Background: an optimization exercise with open tools, aiming at small area, a short achievable clock period and few clock cycles per item. Do not read the settings as production practice. Function was checked by simulation only, so behaviour that the tests miss may differ from the original.

==> quartz: inputs <==
## carryless_universal_string_hash
module carryless_universal_string_hash #(
   parameter int BLOCK_WORDS = clush_pkg::BLOCK_WORDS_DEFAULT
) (
   input  wire logic              clock,
   input  wire logic              reset,
   input  wire logic              req_valid,
   output logic                   req_stall,
   input  wire logic              req_cmd,
   input  wire logic [6:0]        req_key_index,
   input  wire logic [63:0]       req_word_data,
   input  wire logic [3:0]        req_valid_bytes,
   input  wire logic              req_last_word,
   output logic                   rsp_valid,
   input  wire logic              rsp_stall,
   output logic      [63:0]       rsp_hash_value,
   input  wire logic              csr_wr_en,
   input  wire logic [clush_pkg::CSR_IW-1:0] csr_index,
   input  wire logic [63:0]       csr_wdata
);
clock: 8.0 ns
lec_check: 0
cap_margin: 20
core_margin: 2
core_utilization: 50
cts_cluster_diameter: 60
cts_cluster_size: 26
setup_slack_margin: 4.5
slew_margin: 20
synth_memory_max_bits: 16384
run.sh (not shown) runs the stock make flow with config.mk's settings and CLKGATE_MAP_FILE= SYNTH_SCRIPT=/design/flow/synth_recipe.tcl, a recipe that flattens the netlist after the stock synthesis.
==> inputs of pepper, as changes to quartz <==
--- a/flow/design.v
+++ b/flow/design.v
@@ -137,23 +137,24 @@
       logic        last;
       logic [3:0]  n;
       logic [7:0]  bm;
       logic [6:0]  kidx;
       logic [63:0] data;
    } ent_t;
    logic        req_stall_ff;
+   logic        can_take_ff;      
    logic [1:0]  icnt_ff, icnt_in;
    ent_t        h_ff, s_ff, r_in;
    logic [3:0]  rn;
    logic        take, pop, split, hv;
    logic [5:0]  ph_ff;            
    logic        kmatch_ff;        
    logic        kmatch_in;
    assign req_stall = req_stall_ff;
-   assign take = req_valid && !req_stall_ff;
+   assign take = req_valid && can_take_ff;
    assign icnt_in = icnt_ff + 2'(take) - 2'(pop);
    assign hv = (icnt_ff != 2'd0);
    assign rn = (req_valid_bytes > 4'd8) ? 4'd8 : req_valid_bytes;
    logic [7:0] rbm;
    always_comb begin
       for (int b = 0; b < 8; b++) begin
          rbm[b] = (rn > 4'(b));
@@ -169,17 +170,19 @@
       r_in.kidx = req_key_index;
       r_in.data = req_word_data;
    end
    always_ff @(posedge clock) begin
       if (reset) begin
          icnt_ff <= '0;
          req_stall_ff <= 1'b0;
+         can_take_ff <= 1'b1;
       end else begin
          icnt_ff <= icnt_in;
          req_stall_ff <= (icnt_in == 2'd2);
+         can_take_ff <= (icnt_in != 2'd2);
       end
    end
    always_comb begin
       if (pop && icnt_ff == 2'd2) begin
          kmatch_in = (s_ff.kidx[6:1] == ph_ff + 6'd1);
       end else if (take && (icnt_ff == 2'd0 || pop)) begin
          kmatch_in = (req_key_index[6:1] == ph_ff + 6'd1);
@@ -202,60 +205,68 @@
          s_ff <= r_in;
       end
    end
    logic [7:0]   pos_ff;          
    logic [31:0]  esel_ff;         
    logic         cpar_ff;         
    logic         p0_ff;           
-   logic [127:0] kp_ff, k0_ff, kpair;
+   logic         use_rd_ff;       
+   logic [127:0] kalt_ff, k0_ff, k0_in, kp_in;
+   logic [63:0]  klo, khi, dm, dm_odd;
    logic [5:0]   s0_in;
    logic         folded_ff;       
    logic         bclr_ff;         
    logic [63:0]  bytes_ff;
    logic [63:0]  even_ff;         
    logic         fpend_ff;        
    logic [1:0]   fcnt_ff;
    logic         lenpend_ff, lenf_ff, finpend_ff;
    logic [1:0]   infl_ff;         
+   logic         ov_ff, xv, opop, orp_ff, owp_ff, orp_in;   
    logic [63:0]  ma_ff, mb_ff;
    logic [2:0]   jb1_ff, jb_ff;
-   logic         rb1_ff, rfold1_ff, eb1_ff, ebf1_ff;
-   logic         rb_ff, rfold_ff, eb_ff, ebf_ff;
+   logic         rb1_ff, eb1_ff, ebf1_ff;
+   logic         rb_ff, eb_ff, ebf_ff;
    logic [62:0]  pp_ff [3];
    logic         fin_owed_ff;     
-   logic [127:0] bsum_ff, fres_ff;
+   logic [127:0] bsum_ff;         
    logic [127:0] acc_ff;          
-   logic [63:0]  k_even, k_odd, wkey, wmask, wp, base;
+   logic [63:0]  k_even, k_odd, wmask, base;
    logic         roll, podd, h_split, h_elast, h_end, h_mul, h_urgent;
    logic         fwait, end_ok, h_ready, f_ok, f_issue, h_go, even_en;
    logic         to_zero, adv_pair;
    logic [63:0]  ma_in, mb_in, p1m, p1x;
    logic [2:0]   jb_in;
    assign p1m = poly_hi_ff & POLY_HI_MASK;
    assign p1x = (p1m << 1) ^ (p1m << 2);
    logic we_lo, we_hi;
    assign we_lo = hv && h_ff.wr && kmatch_ff && !h_ff.kidx[0];
    assign we_hi = hv && h_ff.wr && kmatch_ff && h_ff.kidx[0];
+   assign k0_in = {(we_hi && h_ff.kidx[6:1] == 6'd0) ? h_ff.data : k0_ff[127:64],
+                   (we_lo && h_ff.kidx[6:1] == 6'd0) ? h_ff.data : k0_ff[63:0]};
+   assign kp_in = {(we_hi && esel_ff[0]) ? h_ff.data : k_odd,
+                   (we_lo && esel_ff[0]) ? h_ff.data : k_even};
    clush_ram #(.WIDTH(64), .DEPTH(KEY_DEPTH)) u_key_ram (
       .clock   (clock),
       .we_lo   (we_lo),
       .we_hi   (we_hi),
       .wr_data (h_ff.data),
       .rd_sel  (esel_ff),
       .rd_even (k_even),
       .rd_odd  (k_odd)
    );
    for (genvar b = 0; b < 8; b++) begin : g_wmask
       assign wmask[8*b +: 8] = {8{h_ff.bm[b]}};
    end
    assign roll = pos_ff[7];
    assign podd = pos_ff[0];
-   assign kpair = (!p0_ff && !cpar_ff) ? {k_odd, k_even} : p0_ff ? k0_ff : kp_ff;
-   assign wkey = podd ? kpair[127:64] : kpair[63:0];
-   assign wp = (h_ff.data & wmask) ^ wkey;
+   assign klo = use_rd_ff ? k_even : kalt_ff[63:0];
+   assign khi = use_rd_ff ? k_odd : kalt_ff[127:64];
+   assign dm = h_ff.data & wmask;
+   assign dm_odd = dm & {64{h_ff.word && podd}};
    assign base = bclr_ff ? 64'd0 : bytes_ff;
    assign h_split = h_ff.word && h_ff.last && roll;
    assign h_elast = h_ff.word && h_ff.last && !roll;
    assign h_end = h_elast || h_ff.eo;
    assign h_mul = h_ff.word ? (podd || h_elast) : (h_ff.eo && podd);
    assign fwait = folded_ff && fpend_ff;
    assign h_urgent = folded_ff && (h_ff.eo || (h_ff.word && (roll || h_ff.last)));
@@ -269,62 +280,58 @@
    assign pop = h_go && !h_split;
    assign split = h_go && h_split;
    assign even_en = hv && h_ff.word && !podd && !(h_ff.last && !roll) && !(roll && fwait);
    assign to_zero = h_go && (h_end || (h_ff.word && roll));
    assign s0_in = ~ph_ff + 6'(!ph_ff[0]);
    assign adv_pair = h_go && h_ff.word && podd;
    always_comb begin
+      logic [63:0] ma_o, mb_o;
       jb_in = J_NONE;
-      ma_in = (h_ff.word && !podd) ? wp : even_ff;
-      mb_in = (h_ff.word && podd) ? wp : kpair[127:64];
+      ma_o = even_ff;
+      mb_o = acc_ff[127:64];
       if (finpend_ff) begin
          jb_in = J_FIN;
-         ma_in = acc_ff[63:0];
-         mb_in = acc_ff[127:64];
+         ma_o = acc_ff[63:0];
+         mb_o = acc_ff[127:64];
       end else if (lenpend_ff) begin
          jb_in = lenf_ff ? J_LENF : J_LENU;
-         ma_in = bytes_ff;
-         mb_in = len_key_ff;
+         ma_o = bytes_ff;
+         mb_o = len_key_ff;
       end else if (f_issue) begin
          jb_in = (fcnt_ff == 2'd0) ? J_F0 : (fcnt_ff == 2'd1) ? J_F1 : J_FMIX;
-         ma_in = (fcnt_ff == 2'd1) ? p1x : (fcnt_ff == 2'd3) ? p1m : poly_lo_ff;
-         mb_in = (fcnt_ff[0] ^ fcnt_ff[1]) ? acc_ff[127:64] : acc_ff[63:0];
+         ma_o = (fcnt_ff == 2'd1) ? p1x : (fcnt_ff == 2'd3) ? p1m : poly_lo_ff;
+         mb_o = (fcnt_ff[0] ^ fcnt_ff[1]) ? acc_ff[127:64] : acc_ff[63:0];
       end else if (h_go && h_mul) begin
          jb_in = J_WORD;
       end
+      ma_in = (!finpend_ff && !lenpend_ff && !f_issue && h_ff.word && !podd) ? (dm ^ klo) : ma_o;
+      mb_in = (!finpend_ff && !lenpend_ff && !f_issue) ? (khi ^ dm_odd) : mb_o;
    end
    always_ff @(posedge clock) begin
-      kp_ff[63:0] <= (we_lo && esel_ff[0]) ? h_ff.data : k_even;
-      kp_ff[127:64] <= (we_hi && esel_ff[0]) ? h_ff.data : k_odd;
-      if (we_lo && h_ff.kidx[6:1] == 6'd0) begin
-         k0_ff[63:0] <= h_ff.data;
-      end
-      if (we_hi && h_ff.kidx[6:1] == 6'd0) begin
-         k0_ff[127:64] <= h_ff.data;
-      end
+      k0_ff <= k0_in;
+      kalt_ff <= (to_zero || (p0_ff && !adv_pair)) ? k0_in : kp_in;
       ma_ff <= ma_in;
       mb_ff <= mb_in;
-      rfold1_ff <= folded_ff;
       ebf1_ff <= folded_ff;
-      rfold_ff <= rfold1_ff;
       ebf_ff <= ebf1_ff;
       if (even_en) begin
-         even_ff <= wp;
+         even_ff <= dm ^ klo;
       end
       if (h_go && (h_ff.word || h_ff.eo)) begin
          bytes_ff <= base + 64'(h_ff.n);
       end
    end
    always_ff @(posedge clock) begin
       if (reset) begin
          pos_ff <= '0;
          ph_ff <= 6'd1;
          esel_ff <= 32'd1;
          cpar_ff <= 1'b1;
          p0_ff <= 1'b1;
+         use_rd_ff <= 1'b0;
          folded_ff <= 1'b0;
          bclr_ff <= 1'b1;
          fpend_ff <= 1'b0;
          fcnt_ff <= '0;
          lenpend_ff <= 1'b0;
          finpend_ff <= 1'b0;
          infl_ff <= '0;
@@ -349,14 +356,16 @@
          end else if (!adv_pair) begin
             cpar_ff <= !cpar_ff;
             if (cpar_ff) begin
                esel_ff <= {esel_ff[0], esel_ff[31:1]};
             end
          end
          p0_ff <= to_zero || (p0_ff && !adv_pair);
+         use_rd_ff <= !(to_zero || (p0_ff && !adv_pair))
+                      && !(to_zero ? !ph_ff[0] : (adv_pair ? cpar_ff : !cpar_ff));
          if (h_go && h_ff.word) begin
             pos_ff <= h_elast ? 8'd0 : (roll ? 8'd1 : pos_ff + 8'd1);
             bclr_ff <= h_elast;
          end else if (h_go && h_ff.eo) begin
             pos_ff <= '0;
             bclr_ff <= 1'b1;
          end
@@ -381,15 +390,15 @@
             lenpend_ff <= 1'b1;
             lenf_ff <= folded_ff;
             folded_ff <= 1'b0;
          end
          if (eb_ff && ebf_ff) begin
             finpend_ff <= 1'b1;
          end
-         infl_ff <= infl_ff + 2'(h_go && h_end) - 2'(rsp_valid && !rsp_stall);
+         infl_ff <= infl_ff + 2'(h_go && h_end) - 2'(opop);
       end
    end
    always_ff @(posedge clock) begin
       logic [31:0] x [3], y [3];
       x[0] = ma_ff[31:0];
       y[0] = mb_ff[31:0];
       x[1] = ma_ff[63:32];
@@ -398,64 +407,64 @@
       y[2] = mb_ff[31:0] ^ mb_ff[63:32];
       for (int k = 0; k < 3; k++) begin
          pp_ff[k] <= kjoin32(clmul16(x[k][15:0], y[k][15:0]),
                              clmul16(x[k][31:16], y[k][31:16]),
                              clmul16(x[k][15:0] ^ x[k][31:16], y[k][15:0] ^ y[k][31:16]));
       end
    end
-   logic [127:0] prod, bsum_new, fresk;
+   logic [127:0] prod, bsum_new;
    assign prod = kjoin64(pp_ff[0], pp_ff[1], pp_ff[2]);
-   assign bsum_new = (rb_ff ? 128'd0 : bsum_ff) ^ ((jb_ff == J_WORD) ? prod : 128'd0);
-   assign fresk = fres_ff ^ {fkey_hi_ff, fkey_lo_ff};
+   assign bsum_new = (rb_ff ? 128'd0 : bsum_ff)
+                     ^ ((jb_ff == J_WORD || jb_ff == J_F0 || jb_ff == J_F1) ? prod : 128'd0)
+                     ^ ((jb_ff == J_FMIX) ? tfold(prod) : 128'd0);
    always_ff @(posedge clock) begin
       if (reset) begin
          bsum_ff <= '0;
       end else begin
          bsum_ff <= eb_ff ? 128'd0 : bsum_new;
       end
    end
    always_ff @(posedge clock) begin
       if (rb_ff) begin
-         acc_ff <= (rfold_ff ? fres_ff : 128'd0) ^ bsum_ff;
+         acc_ff <= bsum_ff;
       end
       if (eb_ff) begin
-         acc_ff <= bsum_new ^ (ebf_ff ? fresk : 128'd0);
+         acc_ff <= bsum_new ^ (ebf_ff ? {fkey_hi_ff, fkey_lo_ff} : 128'd0);
       end
       if (jb_ff == J_LENF) begin
          acc_ff <= prod;
       end
-      case (jb_ff)
-         J_F0: fres_ff <= prod;
-         J_F1: fres_ff <= fres_ff ^ prod;
-         J_FMIX: fres_ff <= fres_ff ^ tfold(prod);
-         default: ;
-      endcase
    end
-   logic        o0v_ff, o1v_ff, xv;
-   logic [63:0] o0_ff, o1_ff, hash;
+   logic [1:0]  ocnt_ff, ocnt_in;
+   logic [63:0] e0_ff, e1_ff, oq_ff, hash, ohead;
    assign xv = (jb_ff == J_LENU) || (jb_ff == J_FIN);
    assign hash = reduce64(acc_ff ^ prod);
-   assign rsp_valid = o0v_ff;
-   assign rsp_hash_value = o0_ff;
+   assign rsp_valid = ov_ff;
+   assign rsp_hash_value = oq_ff;
+   assign opop = ov_ff && !rsp_stall;
+   assign orp_in = orp_ff ^ opop;
+   assign ocnt_in = ocnt_ff + 2'(xv) - 2'(opop);
+   assign ohead = (xv && owp_ff == orp_in) ? hash : (orp_in ? e1_ff : e0_ff);
    always_ff @(posedge clock) begin
       if (reset) begin
-         o0v_ff <= 1'b0;
-         o1v_ff <= 1'b0;
-      end else if (!o0v_ff || !rsp_stall) begin
-         o0v_ff <= o1v_ff || xv;
-         o1v_ff <= o1v_ff && xv;
-      end else if (xv) begin
-         o1v_ff <= 1'b1;
+         ov_ff <= 1'b0;
+         ocnt_ff <= '0;
+         orp_ff <= 1'b0;
+         owp_ff <= 1'b0;
+      end else begin
+         ov_ff <= (ocnt_in != 2'd0);
+         ocnt_ff <= ocnt_in;
+         orp_ff <= orp_in;
+         owp_ff <= owp_ff ^ xv;
       end
    end
    always_ff @(posedge clock) begin
-      if (!o0v_ff || !rsp_stall) begin
-         o0_ff <= o1v_ff ? o1_ff : hash;
-         if (xv) begin
-            o1_ff <= hash;
-         end
-      end else if (xv) begin
-         o1_ff <= hash;
+      oq_ff <= ohead;
+      if (xv && !owp_ff) begin
+         e0_ff <= hash;
+      end
+      if (xv && owp_ff) begin
+         e1_ff <= hash;
       end
    end
 endmodule
 `default_nettype wire
--- a/flow/config.mk
+++ b/flow/config.mk
@@ -6,10 +6,10 @@
 export NUM_CORES = 8
 export LEC_CHECK = 0
 export CAP_MARGIN = 20
 export CORE_MARGIN = 2
 export CORE_UTILIZATION = 50
 export CTS_CLUSTER_DIAMETER = 60
 export CTS_CLUSTER_SIZE = 26
-export SETUP_SLACK_MARGIN = 4.5
+export SETUP_SLACK_MARGIN = 4.9
 export SLEW_MARGIN = 20
 export SYNTH_MEMORY_MAX_BITS = 16384
==> comparison <==
- Against pepper, the worst setup slack of quartz is worse by 0.35 ns.
- Between pepper and quartz, the lower global-route usage is in pepper (gap 0.89 points).
- Final area: quartz is larger than pepper (about 1.4%).
- Against pepper, the area after synthesis of quartz is larger by about 3%.
- Of pepper and quartz, quartz has the higher synthesized cell count (gap about 6%, measured against quartz).
- Against quartz, the first-iteration DRC count of pepper is smaller by 12%.
- Against quartz, the clock-buffer cell count of pepper is lower by 33.
==> figures <==
|  | quartz | pepper |
|---|---|---|
| NonClk Buf Share | 2.59% | 3.55% |
| Gpl congestion | 0.929 | 0.954 |
| Initial core utilization | 50.1% | 50.2% |
| Overall routed net length | 1060000 um | 1010000 um |
| Result of the run | complete, no violations | complete, no violations |
| Vias | 201000 | 188000 |
| Clock tree buffer count of the final layout | 676 | 643 |
| Peak per-stage delay on the critical path | 0.93 ns | 0.85 ns |
| Launch point of the worst hold path | u_key_ram.ring[7655]$_DFF_P_ | u_key_ram.ring[7357]$_DFF_P_ |
| Area occupied by multi-input gates | 94400 sq um | 92000 sq um |
| Finished Layout Cells | 34800 | 33200 |
| Worst-path cell with the longest stage delay | sky130_fd_sc_hd__dfxtp_1 | sky130_fd_sc_hd__xnor2_1 |
| 1st-pass router iterations | 6 | 8 |
| Sequential portion of the cell area | 60.9% | 60.7% |
| Multiplexer fraction of the synthesized cell area | 1.31% | 2.63% |
| Met3 Wirelength | 99400 um | 86100 um |
| Worst-case hold slack | 0.260 ns | 0.280 ns |
| Met2 Routed Length | 457000 um | 434000 um |
| Hold path endpoint | u_key_ram.ring[7527]$_DFF_P_ | u_key_ram.ring[7229]$_DFF_P_ |
| Met3 Use GR | 6.51% | 5.16% |
Testbench counts of quartz, summed over its fixed seeds: cycles 12,488, words 12,396.
Testbench counts of pepper, summed over its fixed seeds: cycles 12,488, words 12,396.

## port drivers added, routing unchanged
The results above use ideal ports. As a check the final layouts listed here were re-extracted and re-timed, cells and wires unchanged.
Step 1: set_driving_cell puts a clkbuf_16 on clock and a buf_2 on each other input, an assumption about the parent block.
Step 2 times the ports against the registers' clock, not the clock port: input delays grow and output delays shrink by t, the midpoint of the rising clock arrivals with the driver on.
a / b / c = no drivers / after step 1 / after step 2; a / b = the first two.
run	shift t [ns]	setup WS [ns]	worst hold slack (ns)	pins driven straight from the clock port
quartz	1.256	4.419 / 4.332 / 3.311	0.260 / 0.260 / 0.260	1
pepper	1.237	4.766 / 4.657 / 3.730	0.280 / 0.280 / 0.280	1
After both steps setup and hold are still met in every run listed. For quartz, which loses most, drivers alone change the setup slack by -0.087 ns; drivers and shift together by -1.108 ns.
